This is an optimization exercise on Yosys and OpenROAD, whose aim is small area, not a production implementation.
In this exercise RTL edits were held to simulation tests only and were not proved equivalent to the original.
Power figures rest on the tool's default switching activity, not on a simulated workload.

==> inputs of run K <==
Design ws_systolic_top, start of the top module:
module ws_systolic_top (
    input  logic                clk,
    input  logic                rst,
    input  sa_pkg::ctl_t        ctl,
    input  logic [4*16-1:0] left_in,      
    input  logic [4*16-1:0] top_in,       
    output logic [4*16-1:0] bottom_out,
    output logic [4*16-1:0] right_out,
    output logic [4*16-1:0] proxy_out,
    output logic [4-1:0] proxy_valid
);
    logic                   ld, mm;      
    logic                   en;
    logic                   mmsel;
    logic [4-1:0]    valid;
    logic                   pass_ok;
    logic [4*4*16-1:0] w_n;
    logic [4*4-1:0] proxy_sel;
    array_control u_ctrl (
        .clk         (clk),
        .rst         (rst),
        .ctl         (ctl),
        .top_in      (top_in),
        .w_n         (w_n),
        .ld          (ld),
        .mm          (mm),
        .en          (en),
        .mmsel       (mmsel),
        .valid       (valid),
        .pass_ok     (pass_ok),
        .proxy_sel   (proxy_sel),
        .proxy_valid (proxy_valid)
    );
    ws_array u_array (
  ...
==> flow/config.mk <==
export PLATFORM = sky130hd
export DESIGN_NAME = ws_systolic_top
export DESIGN_NICKNAME = ws_systolic_top
export VERILOG_FILES = /design/flow/design.v
export SDC_FILE = /design/flow/constraint.sdc
export NUM_CORES = 4
export LEC_CHECK = 0
export CAP_MARGIN = 20
export CORE_MARGIN = 2
export CORE_UTILIZATION = 62
export CTS_BUF_LIST = sky130_fd_sc_hd__clkbuf_4 sky130_fd_sc_hd__clkbuf_8
export GPL_TIMING_DRIVEN = 0
export SETUP_SLACK_MARGIN = 0.25
export SLEW_MARGIN = 20
export SYNTH_HIERARCHICAL = 1
==> flow/constraint.sdc <==
create_clock -name core_clock -period 7.2 [get_ports {clk}]
set_input_delay 1.4400 -clock core_clock [delete_from_list [all_inputs] [get_ports {clk}]]
set_output_delay 1.4400 -clock core_clock [all_outputs]
set_load 0.01 [all_outputs]
standard.sh (not shown) runs the stock make flow with config.mk's settings and CLKGATE_MAP_FILE= SYNTH_SCRIPT=/design/flow/synth_recipe.tcl, a recipe that flattens the netlist after the stock synthesis.
==> flow/flow/run.sh <==
#!/bin/bash
# The standard layout (the standard.sh: unchanged synthesis and steps),
# with these differences:
# - the port buffers that global placement inserts are plain
#   sky130_fd_sc_hd__buf_1 cells instead of the delay buffer buffer_ports picks
#   by default; every input and output port still gets its own buffer;
# - the floorplan step removes the buffers synthesis inserted
#   (REMOVE_ABC_BUFFERS), leaving buffering to the placement-time repair;
# - clock tree synthesis uses somewhat larger sink clusters and no dummy loads.
set -euo pipefail
export BUFFER_PORTS_ARGS="-buffer_cell sky130_fd_sc_hd__buf_1"
export REMOVE_ABC_BUFFERS=1
export CTS_ARGS="-sink_clustering_enable -repair_clock_nets -dont_use_dummy_load -buf_list {sky130_fd_sc_hd__clkbuf_4 sky130_fd_sc_hd__clkbuf_8} -sink_clustering_size 12 -sink_clustering_max_diameter 100"
bash standard.sh > standard_flow.log 2>&1
==> run F (differences from run K) <==
--- a/flow/config.mk
+++ b/flow/config.mk
@@ -7,9 +7,9 @@
 export LEC_CHECK = 0
 export CAP_MARGIN = 20
 export CORE_MARGIN = 2
-export CORE_UTILIZATION = 62
+export CORE_UTILIZATION = 50
 export CTS_BUF_LIST = sky130_fd_sc_hd__clkbuf_4 sky130_fd_sc_hd__clkbuf_8
 export GPL_TIMING_DRIVEN = 0
-export SETUP_SLACK_MARGIN = 0.25
+export SETUP_SLACK_MARGIN = 0.18
 export SLEW_MARGIN = 20
 export SYNTH_HIERARCHICAL = 1
==> run summary <==
The run finished with no timing, DRC or antenna violations. The final cell count without fillers came out at between 10000 and 15000. The internal portion of the total power is around 7.2 mW.

The delay of the slowest cell on the worst path is 590 ps. The power density over the cells came out at 119 mW/mm^2. The clock network takes up around 1.2% of total cell area after layout. The slowest stage of the critical path belongs to the cell sky130_fd_sc_hd__nor2_4. Of the cells placed in the final design, the portion with a size suffix greater than 1 is under 10%.

The arrival time at the worst endpoint came out at ~7700 ps. The worst setup slack before clock tree synthesis came out at -1440 ps. The area growth from synthesis to layout is 5.50%.
the above is filed under run K

==> run summary <==
The arrival time at the worst endpoint came out at around 7700 ps. Relative to the synthesized area, the layout overhead comes to 4.99%. The share of final-layout standard cells stronger than drive strength 1 is 5.86%. The largest individual stage delay along the critical path comes from the cell sky130_fd_sc_hd__nor2_1.

Measured against its own limit, the worst slew margin works out to 32.5%. The final weighted congestion of routability-driven global placement came out at approximately 0.91. The number of warnings printed during yosys synthesis came out at 10.

The proportion of cell area spent on the clock network is approximately 1.2%. The largest single stage delay on the critical path is 640 ps. After the flow finishes, the layout carries non-filler instances totaling 10500. The run finished with no timing, DRC or antenna violations. The worst setup slack before clock tree synthesis came out at -1530 ps.
the above is filed under run F


* * *

==> inputs of v39 <==
ws_systolic_top, a different RTL version from the one above (not shown whole).
clock: 7.2 ns
lec_check: 0
cap_margin: 20
core_margin: 2
core_utilization: 50
cts_buf_list: sky130_fd_sc_hd__clkbuf_4 sky130_fd_sc_hd__clkbuf_8
gpl_timing_driven: 0
slew_margin: 20
synth_hierarchical: 1
==> flow/flow/run.sh <==
#!/bin/bash
# The standard layout (the standard.sh, unchanged synthesis and steps), with
# one difference: the port buffers that global placement inserts are plain
# sky130_fd_sc_hd__buf_1 cells instead of the delay buffer buffer_ports picks
# by default. Every input and output port still gets its own buffer.
set -euo pipefail
export BUFFER_PORTS_ARGS="-buffer_cell sky130_fd_sc_hd__buf_1"
bash standard.sh > standard_flow.log 2>&1
==> v13 (differences from v39) <==
--- a/flow/design.v
+++ b/flow/design.v
@@ -27,12 +27,11 @@
 ) (
     input  logic        clk,
     input  logic        rst,
     input  logic        ld,        
     input  logic        mm,        
-    input  logic        en,        
-    input  logic        gn,        
+    input  logic        g,         
     input  logic        left_ok,   
     input  logic [15:0] top_n,     
     input  logic [15:0] left,
     output logic [15:0] sum_n,     
     output logic [15:0] pass,
@@ -42,18 +41,18 @@
     always_ff @(posedge clk) begin
         if (ld) w_n <= top_n;
     end
     ws_mac u_mac (
         .a  (left),
-        .w  (~(w_n | {16{gn}})),
+        .w  (~w_n & {16{g}}),
         .tn (top_n),
         .yn (y_n)
     );
     always_ff @(posedge clk) begin
         if (rst) begin
             sum_n <= '1;
-        end else if (en) begin
+        end else if (ld || mm) begin
             sum_n <= y_n;
         end
     end
     if (LAST_COL) begin : pass_out
         always_ff @(posedge clk) begin
@@ -619,22 +618,22 @@
 module ws_array (
     input  logic                              clk,
     input  logic                              rst,
     input  logic                              ld,
     input  logic                              mm,
-    input  logic                              en,          
-    input  logic [4-1:0]               gn,          
+    input  logic [4-1:0]               g,           
     input  logic                              pass_ok,     
     input  logic [4*16-1:0]      left_in,     
     input  logic [4*16-1:0]      top_in,      
-    input  logic [4*4-1:0]      proxy_sel,   
+    input  logic [4*$clog2(4)-1:0] proxy_idx,
     output logic [4*16-1:0]      bottom_out,
     output logic [4*16-1:0]      right_out,
     output logic [4*16-1:0]      proxy_out,
     output logic [4*4*16-1:0] w_n      
 );
     localparam int W  = 16;
+    localparam int IW = $clog2(4);
     logic [4*4*W-1:0] ver_n;
     logic [4*4*W-1:0] hor;
     genvar r, c;
     generate
         for (r = 0; r < 4; r = r + 1) begin : row_genblk
@@ -656,12 +655,11 @@
                 ) u_pe (
                     .clk     (clk),
                     .rst     (rst),
                     .ld      (ld),
                     .mm      (mm),
-                    .en      (en),
-                    .gn      (gn[c]),
+                    .g       (g[c]),
                     .left_ok (pass_ok),
                     .top_n   (pe_top_n),
                     .left    (pe_left),
                     .sum_n   (ver_n[(r*4 + c)*W +: W]),
                     .pass    (hor[(r*4 + c)*W +: W]),
@@ -674,15 +672,17 @@
         end
         for (r = 0; r < 4; r = r + 1) begin : right_genblk
             assign right_out[r*W +: W] = hor[(r*4 + 4-1)*W +: W];
         end
         for (c = 0; c < 4; c = c + 1) begin : proxy_genblk
-            logic [W-1:0] tap_n;
+            logic [IW-1:0] sel;
+            logic [W-1:0]  tap_n;
+            assign sel = proxy_idx[c*IW +: IW];
             always_comb begin
-                tap_n = '0;
+                tap_n = '1;
                 for (int k = 0; k < 4; k++) begin
-                    tap_n = tap_n | ({W{proxy_sel[c*4 + k]}} & ver_n[(k*4 + c)*W +: W]);
+                    if (sel == IW'(k)) tap_n = ver_n[(k*4 + c)*W +: W];
                 end
             end
             assign proxy_out[c*W +: W] = ~tap_n;
         end
     endgenerate
@@ -695,14 +695,13 @@
     input  sa_pkg::ctl_t                         ctl,
     input  logic [4*16-1:0]         top_in,
     input  logic [4*4*16-1:0] w_n,      
     output logic                                 ld,
     output logic                                 mm,
-    output logic                                 en,        
-    output logic [4-1:0]                  gn,        
+    output logic [4-1:0]                  g,         
     output logic                                 pass_ok,   
-    output logic [4*4-1:0]         proxy_sel,   
+    output logic [4*$clog2(4)-1:0] proxy_idx,
     output logic [4-1:0]                  proxy_valid
 );
     localparam int W  = 16;
     localparam int IW = $clog2(4);
     sa_pkg::proxy_state_e         state_q;
@@ -731,12 +730,11 @@
             wl_q <= wl_d;
             pv_q <= pv_d;
             v_q  <= {pv_d & {(4-1){wl_d}}, wl_d};
         end
     end
-    assign gn = ~({4{ctl.out_select}} & v_q);
-    assign en = ld || mm;
+    assign g = {4{ctl.out_select}} & v_q;
     assign pass_ok = pv_q[4-2];
     assign tracking = (state_q == sa_pkg::PROXY_TBD) && ld;
     always_ff @(posedge clk) begin
         if (rst) begin
             state_q   <= sa_pkg::PROXY_TBD;
@@ -761,21 +759,24 @@
             endcase
         end
     end
     for (genvar c = 0; c < 4; c++) begin : cmp_genblk
         logic [IW-1:0] cur;      
-        logic [W-1:0]  mn;       
+        logic [W-1:0]  min_n;    
         logic [W:0]    lt;       
         logic [W-1:0]  t;
         assign cur = idx_q[c*IW +: IW] + ~row_cnt_q;
         assign t   = top_in[c*W +: W];
-        assign mn = ~(({W{cur == IW'(0)}} & w_n[(0*4 + c)*W +: W]) |
-                      ({W{cur == IW'(1)}} & w_n[(1*4 + c)*W +: W]) |
-                      ({W{cur == IW'(2)}} & w_n[(2*4 + c)*W +: W]));
+        always_comb begin
+            min_n = '1;
+            for (int r = 0; r < 4; r++) begin
+                if (cur == IW'(r)) min_n = w_n[(r*4 + c)*W +: W];
+            end
+        end
         assign lt[0] = 1'b0;
         for (genvar k = 0; k < W; k++) begin : lt_genblk
-            assign lt[k+1] = (!t[k] && mn[k]) || (!t[k] && lt[k]) || (mn[k] && lt[k]);
+            assign lt[k+1] = (!t[k] && !min_n[k]) || (!t[k] && lt[k]) || (!min_n[k] && lt[k]);
         end
         assign take_min[c] = tracking && (!found_q || lt[W]);
     end
     always_ff @(posedge clk) begin
         if (rst) begin
@@ -786,17 +787,11 @@
                     idx_q[c*IW +: IW] <= row_cnt_q;
                 end
             end
         end
     end
-    always_comb begin
-        for (int c = 0; c < 4; c++) begin
-            for (int r = 0; r < 4; r++) begin
-                proxy_sel[c*4 + r] = (idx_q[c*IW +: IW] == IW'(r));
-            end
-        end
-    end
+    assign proxy_idx = idx_q;
     always_comb begin
         for (int c = 0; c < 4; c++) begin
             proxy_valid[c] = (state_q == sa_pkg::PROXY_SET) && found_q;
         end
     end
@@ -813,40 +808,37 @@
     output logic [4*16-1:0] right_out,
     output logic [4*16-1:0] proxy_out,
     output logic [4-1:0] proxy_valid
 );
     logic                   ld, mm;      
-    logic                   en;
-    logic [4-1:0]    gn;
+    logic [4-1:0]    g;
     logic                   pass_ok;
     logic [4*4*16-1:0] w_n;
-    logic [4*4-1:0] proxy_sel;
+    logic [4*$clog2(4)-1:0] proxy_idx;
     array_control u_ctrl (
         .clk         (clk),
         .rst         (rst),
         .ctl         (ctl),
         .top_in      (top_in),
         .w_n         (w_n),
         .ld          (ld),
         .mm          (mm),
-        .en          (en),
-        .gn          (gn),
+        .g           (g),
         .pass_ok     (pass_ok),
-        .proxy_sel   (proxy_sel),
+        .proxy_idx   (proxy_idx),
         .proxy_valid (proxy_valid)
     );
     ws_array u_array (
         .clk        (clk),
         .rst        (rst),
         .ld         (ld),
         .mm         (mm),
-        .en         (en),
-        .gn         (gn),
+        .g          (g),
         .pass_ok    (pass_ok),
         .left_in    (left_in),
         .top_in     (top_in),
-        .proxy_sel  (proxy_sel),
+        .proxy_idx  (proxy_idx),
         .bottom_out (bottom_out),
         .right_out  (right_out),
         .proxy_out  (proxy_out),
         .w_n        (w_n)
     );
==> flow/run.sh (new file) <==
#!/bin/bash
# synth_recipe.tcl (not shown) runs the flow's synth.tcl, then flattens the netlist and writes it again
# the make line also repeats each setting of config.mk as NAME=value (left out here)
make -C /OpenROAD-flow-scripts/flow DESIGN_CONFIG=/design/flow/config.mk WORK_HOME=/design/flow/orfs CLKGATE_MAP_FILE= SYNTH_SCRIPT=/design/flow/synth_recipe.tcl finish
- CORE_UTILIZATION: 50 -> 60
- CTS_BUF_LIST: sky130_fd_sc_hd__clkbuf_4 sky130_fd_sc_hd__clkbuf_8 -> not set
- GPL_TIMING_DRIVEN: 0 -> not set
removed: flow/flow/run.sh
removed: flow/standard.sh
==> run summary <==
Final critical-path setup slack: v39 0.167 ns; v13 0.207 ns
Well-Tap Cells: v39 2340; v13 1930
Share of the core filled with cells in the final layout: v39 54.8%; v13 69.2%
Antenna diode count: v39 7; v13 5
Area of the die: v39 180000 sq um; v13 152000 sq um
# clk buffers: v39 207; v13 117
Leakage: v39 29.8 nW; v13 32.5 nW
Run status: v39 finished clean; v13 finished clean
Cell count after synthesis: v39 8597; v13 8721
Number of antenna violations at the first check in global routing: v39 11; v13 18
Count of cells along the worst register-to-register path: v39 19; v13 21
Internal power contribution: v39 9.33 mW; v13 8.92 mW
Cell area reported after detailed placement: v39 92900 sq um; v13 98900 sq um
Fraction of layout instances using a drive strength above 1: v39 8.49%; v13 13.0%
Post-route met1 wirelength: v39 105000 microns; v13 112000 microns
Detail Route met2 WL: v39 128000 microns; v13 133000 microns
NonClk Buf Share: v39 5.09%; v13 10.3%
Final Power: v39 13.8 mW; v13 12.7 mW
Global placer's final weighted congestion: v39 0.947; v13 0.980
Area fraction of the dominant cell type after synthesis: v39 36.2%; v13 35.9%
Power density of the placed cells: v39 143 nW/um^2; v13 124 nW/um^2
Portion of total power attributed to combinational logic: v39 24.5%; v13 18.5%
P_seq: v39 5.42 mW; v13 5.32 mW
Worst hold slack after final layout: v39 0.467 ns; v13 0.467 ns
Non-Clock Inverter Count: v39 735; v13 796

[port drivers added, routing unchanged]
The results above use ideal ports. As a check the final layouts listed here were re-extracted and re-timed, cells and wires unchanged.
Step 1 assumes that a clkbuf_16 drives the clock port and a buf_2 every other input.
Step 2 moves the port delays by t, midway between the first and last clock arrival at a register: inputs arrive t later, outputs are due t later. That takes back most of the time a late clock gives input paths.
Slacks: ideal / step 1 / step 2; pairs: ideal / step 1.
| run | t, ns | slack for setup (ns) | worst setup path after step 2 | worst slew at a driven data input, ns | cell pins on the clock port's net |
|---|---|---|---|---|---|
| run K | 0.865 | 0.174 / 0.222 / -0.644 | input to register | 0.07 | 1 |
| run F | 0.875 | 0.160 / 0.110 / -0.766 | input to register | 0.12 | 1 |
| v39 | 0.989 | 0.167 / 0.222 / -0.767 | input to register | 0.14 | 1 |
| v13 | 0.794 | 0.207 / 0.268 / -0.526 | input to register | 0.13 | 1 |
Met with ideal ports but missed after step 2: setup timing in every run listed. The setup slack of v39, which loses most, moves by +0.055 ns with the drivers and by -0.934 ns with both steps.
